From an optimization exercise on the open Yosys and OpenROAD flow, aimed at small area and a short achievable clock period; shortcuts taken in it are not production practice.
At most, simulation tests tie the RTL to the original design; equivalence was not proved.
No activity file was given, so power comes from the tool's default toggle rates.

Setup of job 6468:
==> flow/design.v <==
package fifo_pkg;
    localparam int ADDR_WIDTH     = 4;                    
    localparam int FIFO_DEPTH     = 1 << ADDR_WIDTH;      
    localparam int DATA_WIDTH     = 128;                  
    localparam int PROG_EMPTY_ASSERT = 4;                 
    typedef logic [ADDR_WIDTH-1:0] addr_t;                
    typedef logic [ADDR_WIDTH:0]   count_t;               
    typedef logic [DATA_WIDTH-1:0] data_t;                
    typedef logic [FIFO_DEPTH-1:0] sel_t;                 
endpackage
`timescale 1ns/1ns
module fifo_wr_ctrl (
    input  logic             rd_clk,
    input  logic             rd_rst_n,
    input  logic             fifo_clear,
    input  logic             wen,        
    input  logic             full_nxt,   
    output logic [2*fifo_pkg::FIFO_DEPTH-1:0] we,   
    output logic [2*fifo_pkg::FIFO_DEPTH-1:0] nwe   
);
    fifo_pkg::addr_t wr_ptr;
    fifo_pkg::addr_t wr_ptr_nxt;
    fifo_pkg::sel_t  wok;           
    fifo_pkg::sel_t  wok_b;         
    fifo_pkg::sel_t  nwok;          
    fifo_pkg::sel_t  nwok_b;        
    fifo_pkg::sel_t  wok_nxt;
    assign wr_ptr_nxt = fifo_clear ? '0 : (wen ? wr_ptr + 1'b1 : wr_ptr);
    always_ff @(posedge rd_clk or negedge rd_rst_n) begin
        if (!rd_rst_n) begin
            wr_ptr <= '0;
        end else begin
            wr_ptr <= wr_ptr_nxt;
        end
    end
    always_comb begin
        for (int r = 0; r < fifo_pkg::FIFO_DEPTH; r++) begin
            wok_nxt[r] = (wr_ptr_nxt == r[fifo_pkg::ADDR_WIDTH-1:0]) & ~(full_nxt & ~fifo_clear);
        end
    end
    always_ff @(posedge rd_clk or negedge rd_rst_n) begin
        if (!rd_rst_n) begin
            wok    <= 16'h0001;
            nwok   <= 16'hfffe;
            wok_b  <= 16'hffff;
            nwok_b <= 16'h0000;
        end else begin
            wok    <= wok_nxt;
            nwok   <= ~wok_nxt;
            wok_b  <= wok_nxt;
            nwok_b <= ~wok_nxt;
        end
    end
    assign we  = {wok_b, wok};
    assign nwe = {nwok_b, nwok};
endmodule
`timescale 1ns/1ns
module fifo_ram (
    input  logic             rd_clk,
    input  logic [31:0]      we,        
    input  logic [31:0]      nwe,       
    input  fifo_pkg::data_t  wdata,
    input  logic [63:0]      rsel,      
    output fifo_pkg::data_t  rdata
);
    fifo_pkg::data_t mem [fifo_pkg::FIFO_DEPTH];
    fifo_pkg::data_t rd_word;
    for (genvar r = 0; r < fifo_pkg::FIFO_DEPTH; r++) begin : g_row
        always_ff @(posedge rd_clk) begin
            for (int h = 0; h < 2; h++) begin
                mem[r][64*h +: 64] <= ({64{we[16*h + r]}} & wdata[64*h +: 64])
                                    | ({64{nwe[16*h + r]}} & mem[r][64*h +: 64]);
            end
        end
    end
    always_comb begin
        rd_word = '0;
        for (int r = 0; r < fifo_pkg::FIFO_DEPTH; r++) begin
            rd_word = rd_word | (mem[r] & {{32{rsel[48 + r]}}, {32{rsel[32 + r]}},
                                           {32{rsel[16 + r]}}, {32{rsel[r]}}});
        end
    end
    always_ff @(posedge rd_clk) begin
        rdata <= rd_word;
    end
endmodule
`timescale 1ns/1ns
module fifo_rd_ctrl (
    input  logic             rd_clk,
    input  logic             rd_rst_n,
    input  logic             fifo_clear,
    input  logic             ren,        
    input  logic             rd_en,
    output logic [4*fifo_pkg::FIFO_DEPTH-1:0] rsel   
);
    fifo_pkg::addr_t rd_ptr;
    always_ff @(posedge rd_clk or negedge rd_rst_n) begin
        if (!rd_rst_n) begin
            rd_ptr <= '0;
        end else if (fifo_clear) begin
            rd_ptr <= '0;
        end else if (ren) begin
            rd_ptr <= rd_ptr + 1'b1;
        end
    end
    always_ff @(posedge rd_clk) begin
        for (int r = 0; r < fifo_pkg::FIFO_DEPTH; r++) begin
            rsel[r]      <= (rd_ptr == r[fifo_pkg::ADDR_WIDTH-1:0]);
            rsel[16 + r] <= (rd_ptr == r[fifo_pkg::ADDR_WIDTH-1:0]) & ~fifo_clear;
            rsel[32 + r] <= (rd_ptr == r[fifo_pkg::ADDR_WIDTH-1:0]) & rd_en;
            rsel[48 + r] <= (rd_ptr == r[fifo_pkg::ADDR_WIDTH-1:0]) & ren;
        end
    end
endmodule
`timescale 1ns/1ns
module fifo_buffer_top (
    input  logic          rd_clk,
    input  logic          rd_rst_n,
    input  logic          fifo_clear,
    input  logic          wr_en,
    input  logic [127:0]  wr_data,
    input  logic [4:0]    prog_full_assert_cfg,
    input  logic [4:0]    prog_full_negate_cfg,
    output logic          full,
    output logic          prog_full,
    output logic          ovf_int,
    input  logic          rd_en,
    output logic          empty,
    output logic          prog_empty,
    output logic          udf_int,
    output logic [127:0]  rd_data,
    output logic          rd_data_val,
    output logic [4:0]    data_count
);
    logic             wen;       
    logic             ren;       
    fifo_pkg::count_t occ;       
    fifo_pkg::count_t occ_nxt;
    logic             occ_inc;   
    logic             occ_dec;   
    logic             full_nxt;
    logic             empty_nxt;
    logic             dc_inc;    
    logic             dc_dec;    
    fifo_pkg::count_t dc_nxt;
    logic [1:0]       val_pipe;  
    logic [31:0]      we;
    logic [31:0]      nwe;
    logic [63:0]      rsel;
    logic             nfull;       
    logic             empty_i;     
    logic             nempty_o;    
    logic             nprog_empty;
    logic             nval_i;      
    fifo_pkg::count_t ndc_i;       
    fifo_pkg::count_t dc_i;
    assign empty      = ~nempty_o;
    assign prog_empty = ~nprog_empty;
    assign wen = wr_en & nfull;
    assign ren = rd_en & ~empty_i;
    assign occ_inc   = wen & ~ren;
    assign occ_dec   = ren & ~wen;
    assign occ_nxt   = occ_inc ? occ + 5'd1 : (occ_dec ? occ - 5'd1 : occ);
    assign full_nxt  = occ_inc ? (occ == 5'd15) : (~nfull & ~occ_dec);
    assign empty_nxt = occ_dec ? (occ == 5'd1) : (empty_i & ~occ_inc);
    assign dc_i      = ~ndc_i;
    assign dc_inc    = wen & nval_i;
    assign dc_dec    = ~nval_i & ~wen;
    assign dc_nxt    = dc_inc ? dc_i + 5'd1 : (dc_dec ? dc_i - 5'd1 : dc_i);
    always_ff @(posedge rd_clk or negedge rd_rst_n) begin
        if (!rd_rst_n) begin
            occ         <= '0;
            full        <= 1'b0;
            nfull       <= 1'b1;
            empty_i     <= 1'b1;
            nempty_o    <= 1'b0;
            prog_full   <= 1'b0;
            nprog_empty <= 1'b0;
            val_pipe    <= '0;
            nval_i      <= 1'b1;
            data_count  <= '0;
            ndc_i       <= '1;
        end else if (fifo_clear) begin
            occ         <= '0;
            full        <= 1'b0;
            nfull       <= 1'b1;
            empty_i     <= 1'b1;
            nempty_o    <= 1'b0;
            prog_full   <= 1'b0;
            nprog_empty <= 1'b0;
            val_pipe    <= '0;
            nval_i      <= 1'b1;
            data_count  <= '0;
            ndc_i       <= '1;
        end else begin
            occ         <= occ_nxt;
            full        <= full_nxt;
            nfull       <= ~full_nxt;
            empty_i     <= empty_nxt;
            nempty_o    <= ~empty_nxt;
            if (occ >= prog_full_assert_cfg) begin
                prog_full <= 1'b1;
            end else if (occ < prog_full_negate_cfg) begin
                prog_full <= 1'b0;
            end
            nprog_empty <= (occ > 5'(fifo_pkg::PROG_EMPTY_ASSERT));
            val_pipe    <= {val_pipe[0], ren};
            nval_i      <= ~val_pipe[0];
            data_count  <= dc_nxt;
            ndc_i       <= ~dc_nxt;
        end
    end
    always_ff @(posedge rd_clk or negedge rd_rst_n) begin
        if (!rd_rst_n) begin
            ovf_int <= 1'b0;
            udf_int <= 1'b0;
        end else begin
            ovf_int <= wr_en & ~nfull;
            udf_int <= rd_en & empty_i;
        end
    end
    assign rd_data_val = val_pipe[1];
    fifo_wr_ctrl u_wr_ctrl (
        .rd_clk     ( rd_clk     ),
        .rd_rst_n   ( rd_rst_n   ),
        .fifo_clear ( fifo_clear ),
        .wen        ( wen        ),
        .full_nxt   ( full_nxt   ),
        .we         ( we         ),
        .nwe        ( nwe        )
    );
    fifo_ram u_ram (
        .rd_clk     ( rd_clk     ),
        .we         ( we         ),
        .nwe        ( nwe        ),
        .wdata      ( wr_data    ),
        .rsel       ( rsel       ),
        .rdata      ( rd_data    )
    );
    fifo_rd_ctrl u_rd_ctrl (
        .rd_clk     ( rd_clk     ),
        .rd_rst_n   ( rd_rst_n   ),
        .fifo_clear ( fifo_clear ),
        .rd_en      ( rd_en      ),
        .ren        ( ren        ),
        .rsel       ( rsel       )
    );
endmodule
clock: 4.0 ns
lec_check: 0
cap_margin: 20
core_margin: 2
core_utilization: 55
setup_slack_margin: 2.1
slew_margin: 20
tns_end_percent: 100
standard.sh (not shown) runs the stock make flow with config.mk's settings and CLKGATE_MAP_FILE= SYNTH_SCRIPT=/design/flow/synth_recipe.tcl, a recipe that flattens the netlist after the stock synthesis.
==> flow/flow/run.sh <==
#!/bin/bash
# Standard ORFS layout with three changes:
#  - port buffers are buf_2 instead of the slow delay buffer buffer_ports picks by default
#  - repair may change a cell's footprint
#  - clock tree: larger sink clusters, no dummy loads
set -euo pipefail
export BUFFER_PORTS_ARGS="-buffer_cell sky130_fd_sc_hd__buf_2"
export CTS_ARGS="-sink_clustering_enable -repair_clock_nets -dont_use_dummy_load -sink_clustering_size 25 -sink_clustering_max_diameter 90"
bash standard.sh MATCH_CELL_FOOTPRINT=0 finish > make.log 2>&1
The flow did not stop early for job 6468: all stages ran, and the layout cleared the timing, DRC and antenna checks.
--- input diff job 6468..job 2743 ---
diff --git a/flow/design.v b/flow/design.v
--- a/flow/design.v
+++ b/flow/design.v
@@ -15,15 +15,12 @@
     input  logic             fifo_clear,
     input  logic             wen,        
     input  logic             full_nxt,   
-    output logic [2*fifo_pkg::FIFO_DEPTH-1:0] we,   
-    output logic [2*fifo_pkg::FIFO_DEPTH-1:0] nwe   
+    output logic [2*fifo_pkg::FIFO_DEPTH-1:0] we   
 );
     fifo_pkg::addr_t wr_ptr;
     fifo_pkg::addr_t wr_ptr_nxt;
     fifo_pkg::sel_t  wok;           
     fifo_pkg::sel_t  wok_b;         
-    fifo_pkg::sel_t  nwok;          
-    fifo_pkg::sel_t  nwok_b;        
     fifo_pkg::sel_t  wok_nxt;
     assign wr_ptr_nxt = fifo_clear ? '0 : (wen ? wr_ptr + 1'b1 : wr_ptr);
     always_ff @(posedge rd_clk or negedge rd_rst_n) begin
@@ -40,25 +37,24 @@
     end
     always_ff @(posedge rd_clk or negedge rd_rst_n) begin
         if (!rd_rst_n) begin
-            wok    <= 16'h0001;
-            nwok   <= 16'hfffe;
-            wok_b  <= 16'hffff;
-            nwok_b <= 16'h0000;
-        end else begin
-            wok    <= wok_nxt;
-            nwok   <= ~wok_nxt;
-            wok_b  <= wok_nxt;
-            nwok_b <= ~wok_nxt;
-        end
-    end
-    assign we  = {wok_b, wok};
-    assign nwe = {nwok_b, nwok};
+            wok <= 16'd1;
+        end else begin
+            wok <= wok_nxt;
+        end
+    end
+    always_ff @(posedge rd_clk or negedge rd_rst_n) begin
+        if (!rd_rst_n) begin
+            wok_b <= '1;
+        end else begin
+            wok_b <= wok_nxt;
+        end
+    end
+    assign we = {wok_b, wok};
 endmodule
 `timescale 1ns/1ns
 module fifo_ram (
     input  logic             rd_clk,
     input  logic [31:0]      we,        
-    input  logic [31:0]      nwe,       
     input  fifo_pkg::data_t  wdata,
     input  logic [63:0]      rsel,      
     output fifo_pkg::data_t  rdata
@@ -67,9 +63,11 @@
     fifo_pkg::data_t rd_word;
     for (genvar r = 0; r < fifo_pkg::FIFO_DEPTH; r++) begin : g_row
         always_ff @(posedge rd_clk) begin
-            for (int h = 0; h < 2; h++) begin
-                mem[r][64*h +: 64] <= ({64{we[16*h + r]}} & wdata[64*h +: 64])
-                                    | ({64{nwe[16*h + r]}} & mem[r][64*h +: 64]);
+            if (we[r]) begin
+                mem[r][63:0] <= wdata[63:0];
+            end
+            if (we[16 + r]) begin
+                mem[r][127:64] <= wdata[127:64];
             end
         end
     end
@@ -145,7 +143,6 @@
     fifo_pkg::count_t dc_nxt;
     logic [1:0]       val_pipe;  
     logic [31:0]      we;
-    logic [31:0]      nwe;
     logic [63:0]      rsel;
     logic             nfull;       
     logic             empty_i;     
@@ -226,13 +223,11 @@
         .fifo_clear ( fifo_clear ),
         .wen        ( wen        ),
         .full_nxt   ( full_nxt   ),
-        .we         ( we         ),
-        .nwe        ( nwe        )
+        .we         ( we         )
     );
     fifo_ram u_ram (
         .rd_clk     ( rd_clk     ),
         .we         ( we         ),
-        .nwe        ( nwe        ),
         .wdata      ( wr_data    ),
         .rsel       ( rsel       ),
         .rdata      ( rd_data    )
--- outcome ---
- Job 2743 consumes less power than job 6468 does.
- Job 2743 gives less met2 layer usage reported by global route than job 6468 did.
- Relative to job 6468, synthesized cell count has gone down in job 2743.
- Delta (job 2743 minus job 6468): overall fraction of global-route tracks in use now smaller; post-layout utilization of the core now larger; non-clock buffer count now smaller; routed wire length now smaller; final clock period utilization by the worst path now smaller.
- Highest-delay cell along the critical path = sky130_fd_sc_hd__dfrtp_2: job 6468; highest-delay cell along the critical path = sky130_fd_sc_hd__dfxtp_4: job 2743
The RTL of job 6468 was laid out without a check of its function.

==> port drivers added, routing unchanged <==
The results above use ideal ports. As a check the final layouts listed here were re-extracted and re-timed, cells and wires unchanged. Step 1 sets driving cells, clkbuf_16 on the clock port and buf_2 on the other inputs (assumed; they add their load-dependent delay and slew). Step 2 times the ports against the registers' clock, not the clock port: input delays grow and output delays shrink by t, the midpoint of the rising clock arrivals with the driver on. a / b / c = ideal / step 1 / step 2; a / b = the first two.
run	t (ns)	setup slack, ns	hold slack, ns	slew at the worst register clock pin (ns)
job 6468	0.833	1.805 / 1.724 / 1.422	0.146 / 0.248 / 0.480	0.10 / 0.10
job 2743	0.818	1.893 / 1.814 / 1.750	0.053 / -0.003 / 0.461	0.10 / 0.10
After both steps setup and hold are still met in every run listed. The setup slack of job 6468, which loses most, moves by -0.081 ns with the drivers and by -0.383 ns with both steps.
